This is an optimization exercise on Yosys and OpenROAD, whose aim is small area, not a production implementation. Only simulation tests tie the RTL to the original design; equivalence was not proved. Power and IR drop assume default switching activity.

--- flow/flow/run.sh ---
#!/bin/bash
# Standard synthesis and layout (standard.sh), with these changes to how the
# layout is made:
#  * after floorplanning, every cell is swapped for the smallest cell with the
#    same function (flow/downsize.tcl); placement's repair_design and the
#    later timing repair size cells up again where needed;
#  * every input and output port still gets its own buffer, but a
#    sky130_fd_sc_hd__buf_1 rather than the delay-cell default;
#  * clock tree synthesis builds its tree from sky130_fd_sc_hd__clkbuf_4 and
#    inserts no dummy loads.
# The full output of the flow goes to flow_run.log in the work folder.
set -euo pipefail
export POST_FLOORPLAN_TCL="$PWD/flow/downsize.tcl"
export BUFFER_PORTS_ARGS="-buffer_cell sky130_fd_sc_hd__buf_1"
export CTS_ARGS="-sink_clustering_enable -repair_clock_nets -dont_use_dummy_load -buf_list sky130_fd_sc_hd__clkbuf_4"
bash standard.sh > flow_run.log 2>&1
--- flow/flow/downsize.tcl ---
# Give every cell the smallest-area cell of the platform's library with the
# same function and pins (same name up to the drive-strength suffix); the
# placement's repair_design and the later timing repair size cells up again
# where slew, capacitance or timing need it.
set n_swapped 0
set lib_area [dict create]
foreach lc [get_lib_cells sky130_fd_sc_hd__*] {
  dict set lib_area [get_name $lc] [get_property $lc area]
}
foreach inst [get_cells *] {
  set master [get_property $inst ref_name]
  if {![regexp {^(sky130_fd_sc_hd__[a-z0-9]+)_([0-9]+)$} $master -> base drive]} { continue }
  set best $master
  set best_area [dict get $lib_area $master]
  dict for {name area} $lib_area {
    if {[regexp "^${base}_(\[0-9\]+)\$" $name]} {
      if {$area < $best_area} { set best $name; set best_area $area }
    }
  }
  if {$best ne $master} {
    replace_cell $inst [get_lib_cells $best]
    incr n_swapped
  }
}
puts "downsize: replaced $n_swapped cells with smaller ones"
--- flow/standard.sh ---
#!/bin/bash
# synth_recipe.tcl (not shown) runs the flow's synth.tcl, then flattens the netlist and writes it again
# the make line also repeats each setting of config.mk as NAME=value (left out here)
make -C /OpenROAD-flow-scripts/flow DESIGN_CONFIG=/design/flow/config.mk WORK_HOME=/design/flow/orfs CLKGATE_MAP_FILE= SYNTH_SCRIPT=/design/flow/synth_recipe.tcl "${@:-finish}"
--- flow/config.mk ---
export PLATFORM = sky130hd
export DESIGN_NAME = board_shell
export DESIGN_NICKNAME = board_shell
export VERILOG_FILES = /design/flow/design.v
export SDC_FILE = /design/flow/constraint.sdc
export NUM_CORES = 4
export LEC_CHECK = 0
export CAP_MARGIN = 20
export CORE_MARGIN = 2
export CORE_UTILIZATION = 40
export SLEW_MARGIN = 20
export SYNTH_HIERARCHICAL = 1
export SYNTH_MINIMUM_KEEP_SIZE = 0
--- flow/constraint.sdc ---
create_clock -name core_clock -period 10.0 [get_ports {clk}]
set_input_delay 2.0000 -clock core_clock [delete_from_list [all_inputs] [get_ports {clk}]]
set_output_delay 2.0000 -clock core_clock [all_outputs]
set_load 0.01 [all_outputs]
--- flow/design.v ---
`timescale 1ns/1ps
package shell_pkg;
    localparam int WORD_W  = 32;
    localparam int DIGIT_W = 4;
    localparam int DIGITS  = 8;
    localparam int SEG_W   = 7;
    localparam int VIEW_W  = 5;
    localparam int BTN_W   = 3;
    localparam int CNT_W = 32;
    localparam int unsigned DEBOUNCE_DEFAULT = 2_500;
    localparam int unsigned SCAN_DEFAULT     = 25;
    localparam int unsigned SLOW_DEFAULT     = 12_500;
    localparam int unsigned FAST_DEFAULT     = 50;
    localparam logic [WORD_W-1:0] FALLBACK_WORD = 32'hABBA_BABA;
    localparam logic [16*SEG_W-1:0] seg_table = {
        7'b0001110, 7'b0000110, 7'b0100001, 7'b1000110,
        7'b0000011, 7'b0001000, 7'b0011000, 7'b0000000,
        7'b1111000, 7'b0000010, 7'b0010010, 7'b0011001,
        7'b0110000, 7'b0100100, 7'b1111001, 7'b1000000
    };
    typedef struct packed {
        logic [WORD_W-1:0] pc_wb;
        logic [WORD_W-1:0] array_view;
        logic [WORD_W-1:0] ra;
        logic [WORD_W-1:0] s8;
        logic [WORD_W-1:0] sp;
    } cpu_status_t;
    typedef union packed {
        logic [WORD_W-1:0]              value;
        logic [DIGITS-1:0][DIGIT_W-1:0] digits;
    } display_word_t;
    typedef struct packed {
        logic stall;
        logic step;
        logic turbo;
    } buttons_t;
endpackage
`timescale 1ns/1ps
module input_conditioner (
    input  logic              clk,
    input  logic              nrst,
    input  shell_pkg::buttons_t          buttons,
    input  logic [shell_pkg::VIEW_W-1:0] view,
    output logic              sys_nrst,
    output shell_pkg::buttons_t          clean_buttons,
    output logic [shell_pkg::VIEW_W-1:0] clean_view
);
    localparam int N = shell_pkg::VIEW_W + shell_pkg::BTN_W;
    logic         rst_meta;
    logic [N-1:0] raw;
    logic [N-1:0] clean;
    logic         sys_rst;
    always_ff @(posedge clk, negedge nrst) begin
        if (!nrst) begin
            rst_meta <= 1'b0;
            sys_nrst <= 1'b0;
        end else begin
            rst_meta <= 1'b1;
            sys_nrst <= rst_meta;
        end
    end
    g_inv u_sys_rst (.a(sys_nrst), .y(sys_rst));
    assign raw = {view, buttons};
    for (genvar i = 0; i < N; i++) begin : g_bit
        logic        sync_0;
        logic        sync_1;
        logic [11:0] cnt;        
        logic [11:0] cnt_d;
        logic        clean_d;
        logic        eq, run_n, run, fb, fb_n;
        logic        h_a, h_b, h_c, h_d, h_e, hit_n, clean_m;
        always_ff @(posedge clk, negedge sys_nrst) begin
            if (!sys_nrst) begin
                sync_0 <= 1'b0;
            end else begin
                sync_0 <= raw[i];
            end
        end
        always_ff @(posedge clk) begin
            sync_1   <= sync_0;
            cnt      <= cnt_d;
            clean[i] <= clean_d;
        end
        g_xnor2 u_eq  (.a(sync_0), .b(sync_1), .y(eq));
        g_nand2 u_rn  (.a(sys_nrst), .b(eq), .y(run_n));
        g_inv   u_run (.a(run_n), .y(run));
        for (genvar j = 1; j < 12; j++) begin : g_step
            if (j % 2 == 1) begin : g_odd
                g_nand2 u (.a(run), .b(cnt[j-1]), .y(cnt_d[j]));
            end else begin : g_even
                g_nor2 u (.a(run_n), .b(cnt[j-1]), .y(cnt_d[j]));
            end
        end
        g_xor2  u_fb (.a(cnt[11]), .b(cnt[0]), .y(fb));
        g_nand2 u_f0 (.a(eq), .b(fb), .y(fb_n));
        g_nand2 u_c0 (.a(sys_nrst), .b(fb_n), .y(cnt_d[0]));
        g_nand3 u_ha (.a(cnt[0]), .b(cnt[1]), .c(cnt[6]), .y(h_a));
        g_nand2 u_hb (.a(cnt[8]), .b(cnt[9]), .y(h_b));
        g_nor3  u_hc (.a(cnt[2]), .b(cnt[3]), .c(cnt[5]), .y(h_c));
        g_nor2  u_hd (.a(cnt[10]), .b(cnt[11]), .y(h_d));
        g_nor2  u_he (.a(h_a), .b(h_b), .y(h_e));
        g_nand3 u_hn (.a(h_c), .b(h_d), .c(h_e), .y(hit_n));
        g_mux2i u_cm (.a0(sync_1), .a1(clean[i]), .s(hit_n), .y(clean_m));
        g_nor2  u_cd (.a(clean_m), .b(sys_rst), .y(clean_d));
    end
    assign {clean_view, clean_buttons} = clean;
endmodule
`timescale 1ns/1ps
module run_control (
    input  logic     clk,
    input  logic     nrst,
    input  shell_pkg::buttons_t clean_buttons,
    input  logic     step_ready,
    output logic     step_valid
);
    logic [13:0] cnt;        
    logic [13:0] cnt_d;
    logic        turbo_prev;
    logic        step_prev;
    logic        step_valid_d;
    logic        changed, changed_n, fast_hit, slow_hit, s_a, s_c, s_d;
    logic        at_last_n, run_n, run, fb_x, fb_n, tick, step_edge, request_n;
    always_ff @(posedge clk, negedge nrst) begin
        if (!nrst) begin
            turbo_prev <= 1'b0;
            step_prev  <= 1'b0;
            step_valid <= 1'b0;
        end else begin
            turbo_prev <= clean_buttons.turbo;
            step_prev  <= clean_buttons.step;
            step_valid <= step_valid_d;
        end
    end
    always_ff @(posedge clk) begin
        cnt <= cnt_d;
    end
    g_xor2 u_ch  (.a(clean_buttons.turbo), .b(turbo_prev), .y(changed));
    g_inv  u_chn (.a(changed), .y(changed_n));
    g_nor3b u_fh (.a(cnt[13]), .b(cnt[2]), .c_n(cnt[11]), .y(fast_hit));
    g_and4  u_sa (.a(cnt[1]), .b(cnt[4]), .c(cnt[6]), .d(cnt[9]), .y(s_a));
    g_nor4  u_sc (.a(cnt[0]), .b(cnt[2]), .c(cnt[3]), .d(cnt[5]), .y(s_c));
    g_nor4  u_sd (.a(cnt[7]), .b(cnt[8]), .c(cnt[10]), .d(cnt[11]), .y(s_d));
    g_and3  u_sh (.a(s_a), .b(s_c), .c(s_d), .y(slow_hit));
    g_mux2i u_al (.a0(slow_hit), .a1(fast_hit), .s(clean_buttons.turbo), .y(at_last_n));
    g_nand3 u_rn  (.a(nrst), .b(changed_n), .c(at_last_n), .y(run_n));
    g_inv   u_run (.a(run_n), .y(run));
    for (genvar j = 1; j < 14; j++) begin : g_step
        if (j % 2 == 1) begin : g_odd
            g_nand2 u (.a(run), .b(cnt[j-1]), .y(cnt_d[j]));
        end else begin : g_even
            g_nor2 u (.a(run_n), .b(cnt[j-1]), .y(cnt_d[j]));
        end
    end
    g_xor2 u_f1 (.a(cnt[13]), .b(cnt[11]), .y(fb_x));
    g_xor2 u_f2 (.a(fb_x), .b(cnt[0]), .y(fb_n));
    g_nor2 u_c0 (.a(run_n), .b(fb_n), .y(cnt_d[0]));
    g_nor2  u_tk (.a(changed), .b(at_last_n), .y(tick));
    g_nor2b u_se (.a(step_prev), .b_n(clean_buttons.step), .y(step_edge));
    g_mux2i u_rq (.a0(tick), .a1(step_edge), .s(clean_buttons.stall), .y(request_n));
    g_mux2i u_sv (.a0(request_n), .a1(step_ready), .s(step_valid), .y(step_valid_d));
endmodule
`timescale 1ns/1ps
module view_select (
    input  logic              clk,
    input  logic              nrst,
    input  logic [shell_pkg::VIEW_W-1:0] clean_view,
    output logic [4:0]        nsel
);
    logic [4:0] nsel_d;
    view_decode u_dec (.v(clean_view), .nsel(nsel_d));
    always_ff @(posedge clk, negedge nrst) begin
        if (!nrst) begin
            nsel <= '1;
        end else begin
            nsel <= nsel_d;
        end
    end
endmodule
module view_decode (
    input  logic [4:0] v,
    output logic [4:0] nsel
);
    always_comb begin
        for (int k = 0; k < 5; k++) begin
            nsel[k] = v != (5'd1 << k);
        end
    end
endmodule
`timescale 1ns/1ps
module display_scan (
    input  logic              clk,
    input  logic              nrst,
    input  shell_pkg::cpu_status_t       status,
    input  logic [4:0]        nsel,
    output logic [shell_pkg::DIGITS-1:0] an,
    output logic [shell_pkg::SEG_W-1:0]  seg
);
    logic [4:0] scan;        
    logic [4:0] scan_d;
    logic [2:0] digit_idx;
    logic [2:0] digit_d;
    logic [2:0] digit_n;
    logic       wrap_n, run_n, run, fb_n, c1, c2;
    logic [3:0] x [5];       
    logic [3:0] nib;
    logic       na, nb, none, d12, is_a, t_a;
    always_ff @(posedge clk) begin
        scan <= scan_d;
    end
    always_ff @(posedge clk, negedge nrst) begin
        if (!nrst) begin
            digit_idx <= '0;
        end else begin
            digit_idx <= digit_d;
        end
    end
    g_nand4b u_wr  (.a_n(scan[0]), .b(scan[4]), .c(scan[3]), .d(scan[1]), .y(wrap_n));
    g_nand2  u_rn  (.a(nrst), .b(wrap_n), .y(run_n));
    g_inv    u_run (.a(run_n), .y(run));
    g_nand2  u_s1  (.a(run), .b(scan[0]), .y(scan_d[1]));
    g_nor2   u_s2  (.a(run_n), .b(scan[1]), .y(scan_d[2]));
    g_nand2  u_s3  (.a(run), .b(scan[2]), .y(scan_d[3]));
    g_nor2   u_s4  (.a(run_n), .b(scan[3]), .y(scan_d[4]));
    g_xor2   u_fb  (.a(scan[4]), .b(scan[2]), .y(fb_n));
    g_nor2   u_s0  (.a(run_n), .b(fb_n), .y(scan_d[0]));
    for (genvar k = 0; k < 3; k++) begin : g_dn
        g_inv u (.a(digit_idx[k]), .y(digit_n[k]));
    end
    g_xnor2 u_d0 (.a(digit_idx[0]), .b(wrap_n), .y(digit_d[0]));
    g_nor2  u_c1 (.a(wrap_n), .b(digit_n[0]), .y(c1));
    g_xor2  u_d1 (.a(digit_idx[1]), .b(c1), .y(digit_d[1]));
    g_and2  u_c2 (.a(c1), .b(digit_idx[1]), .y(c2));
    g_xor2  u_d2 (.a(digit_idx[2]), .b(c2), .y(digit_d[2]));
    for (genvar d = 0; d < 8; d++) begin : g_an
        g_nand3 u (.a(d & 1 ? digit_idx[0] : digit_n[0]),
                   .b(d & 2 ? digit_idx[1] : digit_n[1]),
                   .c(d & 4 ? digit_idx[2] : digit_n[2]), .y(an[d]));
    end
    for (genvar w = 0; w < 5; w++) begin : g_w
        for (genvar b = 0; b < 4; b++) begin : g_b
            logic [3:0] y;
            for (genvar k = 0; k < 4; k++) begin : g_k
                g_o22ai u (.a1(an[2*k]),   .a2(status[w*32 + 8*k + b]),
                           .b1(an[2*k+1]), .b2(status[w*32 + 8*k + 4 + b]), .y(y[k]));
            end
            g_nor4 u_x (.a(y[0]), .b(y[1]), .c(y[2]), .d(y[3]), .y(x[w][b]));
        end
    end
    g_nand3 u_na (.a(nsel[0]), .b(nsel[1]), .c(nsel[2]), .y(na));
    g_nand2 u_nb (.a(nsel[3]), .b(nsel[4]), .y(nb));
    g_nor2  u_no (.a(na), .b(nb), .y(none));
    g_and2  u_12 (.a(digit_idx[1]), .b(digit_idx[2]), .y(d12));
    g_xnor2 u_ia (.a(digit_idx[0]), .b(d12), .y(is_a));
    g_and2  u_ta (.a(none), .b(is_a), .y(t_a));
    for (genvar b = 0; b < 4; b++) begin : g_nib
        logic z01, z23, z4;
        g_o22ai u_01 (.a1(nsel[0]), .a2(x[0][b]), .b1(nsel[1]), .b2(x[1][b]), .y(z01));
        g_o22ai u_23 (.a1(nsel[2]), .a2(x[2][b]), .b1(nsel[3]), .b2(x[3][b]), .y(z23));
        g_nor2  u_4  (.a(nsel[4]), .b(x[4][b]), .y(z4));
        if (b == 0) begin : g_b0
            g_nor4 u (.a(z01), .b(z23), .c(z4), .d(t_a), .y(nib[b]));
        end else if (b == 2) begin : g_b2
            g_nor4 u (.a(z01), .b(z23), .c(z4), .d(none), .y(nib[b]));
        end else begin : g_b13
            g_nor3 u (.a(z01), .b(z23), .c(z4), .y(nib[b]));
        end
    end
    seg7_decode u_seg (.nib(nib), .seg(seg));
endmodule
module seg7_decode (
    input logic [3:0] nib,
    output logic [6:0] seg
);
    logic w_6;
    logic w_7;
    logic w_8;
    logic w_9;
    logic w_10;
    logic w_11;
    logic w_12;
    logic w_13;
    logic w_14;
    logic w_15;
    logic w_16;
    logic w_17;
    logic w_18;
    logic w_19;
    logic w_20;
    logic w_21;
    logic w_22;
    logic w_23;
    logic w_24;
    logic w_25;
    logic w_26;
    logic w_27;
    logic w_28;
    logic w_29;
    logic w_30;
    logic w_31;
    logic w_32;
    logic w_33;
    assign seg[0] = w_6;
    assign seg[1] = w_7;
    assign seg[2] = w_8;
    assign seg[3] = w_9;
    assign seg[4] = w_10;
    assign seg[5] = w_11;
    assign seg[6] = w_12;
    c_clkinv u0 (.A(nib[1]), .Y(w_13));
    c_nand2 u1 (.A(w_13), .B(nib[2]), .Y(w_14));
    c_clkinv u2 (.A(nib[2]), .Y(w_15));
    c_clkinv u3 (.A(nib[0]), .Y(w_16));
    c_nor2 u4 (.A(nib[3]), .B(w_14), .Y(w_17));
    c_nor2 u5 (.A(w_16), .B(w_17), .Y(w_18));
    c_a21oi u6 (.A1(nib[1]), .A2(w_15), .B1(w_18), .Y(w_19));
    c_a21oi u7 (.A1(nib[3]), .A2(w_14), .B1(w_19), .Y(w_11));
    c_clkinv u8 (.A(nib[3]), .Y(w_20));
    c_nor2 u9 (.A(w_15), .B(w_20), .Y(w_21));
    c_nand2 u10 (.A(nib[1]), .B(nib[3]), .Y(w_22));
    c_nand2 u11 (.A(w_22), .B(nib[0]), .Y(w_23));
    c_a21oi u12 (.A1(w_14), .A2(w_23), .B1(w_21), .Y(w_10));
    c_nand2 u13 (.A(w_13), .B(w_15), .Y(w_24));
    c_nand2 u14 (.A(nib[1]), .B(nib[2]), .Y(w_25));
    c_nand3 u15 (.A(w_15), .B(nib[1]), .C(nib[3]), .Y(w_26));
    c_nor2 u16 (.A(nib[0]), .B(w_17), .Y(w_27));
    c_a32oi u17 (.A1(nib[0]), .A2(w_24), .A3(w_25), .B1(w_27), .B2(w_26), .Y(w_9));
    c_clkinv u18 (.A(w_21), .Y(w_28));
    c_nor2 u19 (.A(nib[2]), .B(nib[3]), .Y(w_29));
    c_a21oi u20 (.A1(nib[1]), .A2(w_29), .B1(w_21), .Y(w_30));
    c_o22ai u21 (.A1(w_13), .A2(w_28), .B1(nib[0]), .B2(w_30), .Y(w_8));
    c_a32oi u22 (.A1(w_16), .A2(w_28), .A3(w_25), .B1(w_18), .B2(w_22), .Y(w_7));
    c_o21ai u23 (.A1(w_29), .A2(w_21), .B1(w_13), .Y(w_31));
    c_a31oi u24 (.A1(w_31), .A2(nib[0]), .A3(w_26), .B1(w_27), .Y(w_6));
    c_nand2 u25 (.A(w_20), .B(nib[0]), .Y(w_32));
    c_nor2 u26 (.A(w_16), .B(w_20), .Y(w_33));
    c_o22ai u27 (.A1(w_32), .A2(w_25), .B1(w_33), .B2(w_31), .Y(w_12));
endmodule
module c_a21oi (input logic A1, input logic A2, input logic B1, output logic Y);
    assign Y = (~A1&~B1) | (~A2&~B1);
endmodule
module c_a31oi (input logic A1, input logic A2, input logic A3, input logic B1, output logic Y);
    assign Y = (~A1&~B1) | (~A2&~B1) | (~A3&~B1);
endmodule
module c_a32oi (input logic A1, input logic A2, input logic A3, input logic B1, input logic B2, output logic Y);
    assign Y = (~A1&~B1) | (~A1&~B2) | (~A2&~B1) | (~A3&~B1) | (~A2&~B2) | (~A3&~B2);
endmodule
module c_clkinv (input logic A, output logic Y);
    assign Y = (~A);
endmodule
module c_nand2 (input logic A, input logic B, output logic Y);
    assign Y = (~A) | (~B);
endmodule
module c_nand3 (input logic A, input logic B, input logic C, output logic Y);
    assign Y = (~A) | (~B) | (~C);
endmodule
module c_nor2 (input logic A, input logic B, output logic Y);
    assign Y = (~A&~B);
endmodule
module c_o21ai (input logic A1, input logic A2, input logic B1, output logic Y);
    assign Y = (~A1&~A2) | (~B1);
endmodule
module c_o22ai (input logic A1, input logic A2, input logic B1, input logic B2, output logic Y);
    assign Y = (~B1&~B2) | (~A1&~A2);
endmodule
`timescale 1ns/1ps
module board_shell #(
    parameter int unsigned DEBOUNCE_CYCLES = shell_pkg::DEBOUNCE_DEFAULT,
    parameter int unsigned SCAN_CYCLES     = shell_pkg::SCAN_DEFAULT,
    parameter int unsigned SLOW_CYCLES     = shell_pkg::SLOW_DEFAULT,
    parameter int unsigned FAST_CYCLES     = shell_pkg::FAST_DEFAULT
) (
    input  logic              clk,
    input  logic              nrst,
    input  shell_pkg::buttons_t          buttons,
    input  logic [shell_pkg::VIEW_W-1:0] view,
    input  shell_pkg::cpu_status_t       status,
    input  logic              step_ready,
    output logic [shell_pkg::DIGITS-1:0] an,
    output logic [shell_pkg::SEG_W-1:0]  seg,
    output logic              step_valid,
    output logic              core_nrst
);
    shell_pkg::buttons_t          clean_buttons;
    logic [shell_pkg::VIEW_W-1:0] clean_view;
    logic [4:0]                   nsel;
    input_conditioner i_input_conditioner (
        .clk          (clk),
        .nrst         (nrst),
        .buttons      (buttons),
        .view         (view),
        .sys_nrst     (core_nrst),
        .clean_buttons(clean_buttons),
        .clean_view   (clean_view)
    );
    run_control i_run_control (
        .clk          (clk),
        .nrst         (core_nrst),
        .clean_buttons(clean_buttons),
        .step_ready   (step_ready),
        .step_valid   (step_valid)
    );
    view_select i_view_select (
        .clk       (clk),
        .nrst      (core_nrst),
        .clean_view(clean_view),
        .nsel      (nsel)
    );
    display_scan i_display_scan (
        .clk   (clk),
        .nrst  (core_nrst),
        .status(status),
        .nsel  (nsel),
        .an    (an),
        .seg   (seg)
    );
endmodule
module g_inv (input logic a, output logic y);
    assign y = ~a;
endmodule
module g_nand2 (input logic a, b, output logic y);
    assign y = ~(a & b);
endmodule
module g_nor2 (input logic a, b, output logic y);
    assign y = ~(a | b);
endmodule
module g_and2 (input logic a, b, output logic y);
    assign y = a & b;
endmodule
module g_nand3 (input logic a, b, c, output logic y);
    assign y = ~(a & b & c);
endmodule
module g_nor3 (input logic a, b, c, output logic y);
    assign y = ~(a | b | c);
endmodule
module g_and3 (input logic a, b, c, output logic y);
    assign y = a & b & c;
endmodule
module g_nor4 (input logic a, b, c, d, output logic y);
    assign y = ~(a | b | c | d);
endmodule
module g_and4 (input logic a, b, c, d, output logic y);
    assign y = a & b & c & d;
endmodule
module g_xor2 (input logic a, b, output logic y);
    assign y = a ^ b;
endmodule
module g_xnor2 (input logic a, b, output logic y);
    assign y = ~(a ^ b);
endmodule
module g_o22ai (input logic a1, a2, b1, b2, output logic y);
    assign y = ~((a1 | a2) & (b1 | b2));
endmodule
module g_mux2i (input logic a0, a1, s, output logic y);
    assign y = ~(s ? a1 : a0);
endmodule
module g_and4b (input logic a_n, b, c, d, output logic y);
    assign y = ~a_n & b & c & d;
endmodule
module g_nand4b (input logic a_n, b, c, d, output logic y);
    assign y = ~(~a_n & b & c & d);
endmodule
module g_nor2b (input logic a, b_n, output logic y);
    assign y = ~a & b_n;
endmodule
module g_nor3b (input logic a, b, c_n, output logic y);
    assign y = ~a & ~b & c_n;
endmodule
==> summary.md <==
| Metric | Value |
|---|---|
| FMAX | 0.155 GHz |
| Mapped Cells | 574 |
| Worst endpoint data arrival time | 4.47 ns |
| Fin worst setup slack | 3.53 ns |
| Synth unique cells | 28 |
| Tot GR Track Use | 18.9% |
| Num CTS Buffers | 17 |
| Global-route wire length before repair | 21,900 microns |
| Synth warnings | 12 |
| Port Buffers | 187 |
| Slew Viols, Final | 0 |
| Dpl ws | 3.46 ns |
| Initial antenna violation count | 0 |
| Worst Path Max Fanout | 4 |
| Vias in the first global route | 4,892 |
| Reg area | 3150 sq um |
| Root Buffer | clkbuf_4 |
| CTS tree | built |
| First-pass DRT Iterations | 6 |
| Antenna-violating nets left | 0 |
| # rows | 43 |
| Final wirelength | 14,200 microns |
| Wirelength per Cell | 14.9 microns |
| Total of max-cap violations | 0 |
| RSZ-0062 raised after global routing | false |
| CP Capture Type | output port |
| Hold violation total from the final report | 0 |
| Clock Path Buffers | 2 |
| GP Congestion | 0.879 |
| GR Overflow Total | 0 |
| Vias/cell | 5.24 |
| Post-Syn Nets | 745 |
| Post-Synthesis Cell Area | 5580 sq um |
| Most common cell after layout, fill and taps aside | buf_1 |
| H-tree depth | 4 |
| Setup repair bufs after CTS | 0 |
| Vias after detailed routing | 4,993 |
| Most frequent cells in the layout | buf_1, dfxtp_1, nand2_1 |
| Tmin final | 6.47 ns |
| DRC viols | 0 |
| Pin count of the biggest net entering global routing | 40 |
| Worst vdd ir | 0.0000881 V |
| Post-DP HPWL | 10,600 microns |
| Cts repair resizes | 0 |
| Post-CTS Hold Buffers | 0 |
| # setup viols final | 0 |
| Leak | 2.35 nW |
| Setup TNS | 0 ns |
| Seq/Total Area, Yosys | 56.6% |
| Clk Latency, worst-skew pair | 0.50 ns |
| Flip-flop and latch count after synthesis | 152 |
| Final #Nets | 946 |
| Initial drt markers | 270 |
| Fillcell total | 1,364 |
| Worst Path Required | 8.00 ns |
| Antenna diode count | 0 |
| Die height | 122 microns |
| Synthesis-to-layout area growth | 14.3% |
| Clock skew | 0.0271 ns |
| CTS Sinks | 152 |
| IO Pins | 188 |
| Initial Utilization | 40.5% |
| Setup CP Type | in2out |
| Syn Area/Cell | 9.72 sq um |
| Core ar. | 13,800 sq um |
| Power Density | 167 nW/um^2 |
| Startpoint types | primary input |
| Multi-input logic area | 2070 sq um |
| Worst Hold Class | reg2async |
| Post-route cell area | 6370 sq um |
| Hold slack | 0.294 ns |
| Worst-path clk slew | 0.11 ns |
| Placed cell area | 6240 sq um |
| Relative slew slack | 29.1% |
| Status | no timing/DRC/antenna violations |
| Final period util | 64.7% |
| Die Area | 14,900 sq um |
| Die Span X | 122 microns |
| Fraction of layout cells with a size suffix above 1 | 3.23% |
| Least-Margin Pin Slew | 1.06 ns |
| Total chip power | 0.00106 W |
registers in the layout (all words and copies together), names as in the netlist, 3 cells and up:
signal                            cells
i_display_scan.digit_idx              3
i_input_conditioner.clean             8
i_input_conditioner.g_bit.sync_1      8
i_input_conditioner.g_bit.cnt        96
i_input_conditioner.g_bit.sync_0      8
i_display_scan.scan                   5
i_view_select.nsel                    5
i_run_control.cnt                    14
routing by layer:
| metal | global-route usage (%) | wire length [microns] | vias to the layer above |
|---|---|---|---|
| li1 | - | - | 2411 |
| met1 | 19.4 | 5690 | 2296 |
| met2 | 34.0 | 6940 | 232 |
| met3 | 5.57 | 991 | 54 |
| met4 | 11.0 | 601 | 0 |
| met5 | 0 | 0 | - |
worst max-delay path: stages:
cell and delay (ns):
buf_1 0.09, o22ai_1 0.09, nor4_1 0.42, o22ai_1 0.17, nor4_1 0.63, inv_1 0.20
nor2_1 0.29, inv_1 0.11, a32oi_1 0.27, buf_1 0.19
final cells by class:
cell class | instances | share of cell area, %
sequential | 152 | 49.5
multi-input combinational | 395 | 32.5
timing repair buffer | 189 | 11.2
tap | 180 | 3.53
clock buffer | 17 | 2.00
inverter | 20 | 1.18
synthesized netlist by cell type:
cell type	number	area (sq um)
dfxtp_1	131	2620
nand2_1	98	368
o22ai_1	90	563
nor2_1	87	327
nand3_1	27	135
nor4_2	24	300
inv_1	20	75.1
dfrtp_1	16	400
xor2_1	14	123
mux2i_1	11	110
nor3_2	10	100
xnor2_1	10	87.6
buf_4	7	52.6
dfstp_2	5	131
a21oi_2	4	35.0
nand3b_1	4	30.0
and2_1	3	18.8
a32oi_1	2	17.5
nor3_1	2	10.0
a31oi_1	1	6.26
and3_1	1	6.26
and4_1	1	8.76
conb_1	1	3.75
nand4b_1	1	8.76
nor2b_4	1	13.8
nor3b_2	1	12.5
nor4_1	1	6.26
o21ai_1	1	5.00
where the power goes:
part / internal [W] / switching (W) / total, W
sequential: 0.000621 / 0.0000128 / 0.000633
clock: 0.0000779 / 0.000163 / 0.000240
combinational: 0.0000711 / 0.000119 / 0.000190
worst paths after layout:
check | start | end | slack, ns | cells past startpoint
setup / recovery | status[66] | seg[1] | 3.53 | 10
max in group asynchronous | nrst | i_input_conditioner.rst_meta$_DFF_PN0_ | 8.61 | 1
setup reg to reg | i_input_conditioner.sys_nrst$_DFF_PN0_ | i_run_control.cnt[1]$_DFF_P_ | 8.41 | 4
hold reg to reg | i_input_conditioner.sys_nrst$_DFF_PN0_ | i_run_control.step_valid$_DFF_PN0_ | 0.29 | 1
min in group core_clock | i_input_conditioner.g_bit[0].cnt[4]$_DFF_P_ | i_input_conditioner.g_bit[0].cnt[5]$_DFF_P_ | 0.37 | 1
hold / removal | i_input_conditioner.sys_nrst$_DFF_PN0_ | i_run_control.step_valid$_DFF_PN0_ | 0.29 | 1
per-module statistics from Yosys (local to each module, per instance), excerpt:
module	flops+latches	cells inside	cell area [sq um]	copies in the design
g_inv	0	1	3.75	15
c_a31oi	0	1	6.26	1
run_control	17	17	355	1
view_select	5	5	131	1
g_nand3	0	1	5.00	26
g_nor3b	0	1	12.5	1
g_xor2	0	1	8.76	14
g_nor2b	0	1	13.8	1
g_and3	0	1	6.26	1
logic make-up after synthesis:
| kind of cell | Yosys count | synth area share (%) |
|---|---|---|
| other cells | 1 | 0.0672 |
| buf+inv | 27 | 2.29 |
| flops | 152 | 56.6 |
| compound gates | 98 | 11.2 |
| xor+xnor | 24 | 3.77 |
| mux | 11 | 1.97 |
| simple gates | 261 | 24.1 |
per-stage QoR:
step	utilization [%]	std cells
2_1_floorplan	-	574
5_1_grt	46.3	953
3_3_place_gp	45.3	936
3_5_place_dp	45.3	936
6_report	46.3	953
4_1_cts	46.2	953

-- what the ideal ports hide --
How much do the figures lean on ideal ports? The routed layout below was timed once more, with nothing changed but the port constraints.
Step 1 (the two cells are an assumption about what drives the block):
set clk [get_ports {clk}]
set_driving_cell -lib_cell sky130_fd_sc_hd__clkbuf_16 $clk
set_driving_cell -lib_cell sky130_fd_sc_hd__buf_2 [delete_from_list [all_inputs] $clk]
Step 2 times the ports against the registers' clock, not the clock port: input delays grow and output delays shrink by t, the midpoint of the rising clock arrivals with the driver on.
Slacks: ideal / step 1 / step 2; pairs: ideal / step 1.
shift t [ns]: 0.515
setup slack, ns: 3.528 / 3.505 / 3.505
hold WS [ns]: 0.294 / 0.294 / 0.294
cell pins on the clock port's net: 1
After both steps setup and hold are still met in this run. For this run, drivers alone change the setup slack by -0.023 ns; drivers and shift together by -0.023 ns.
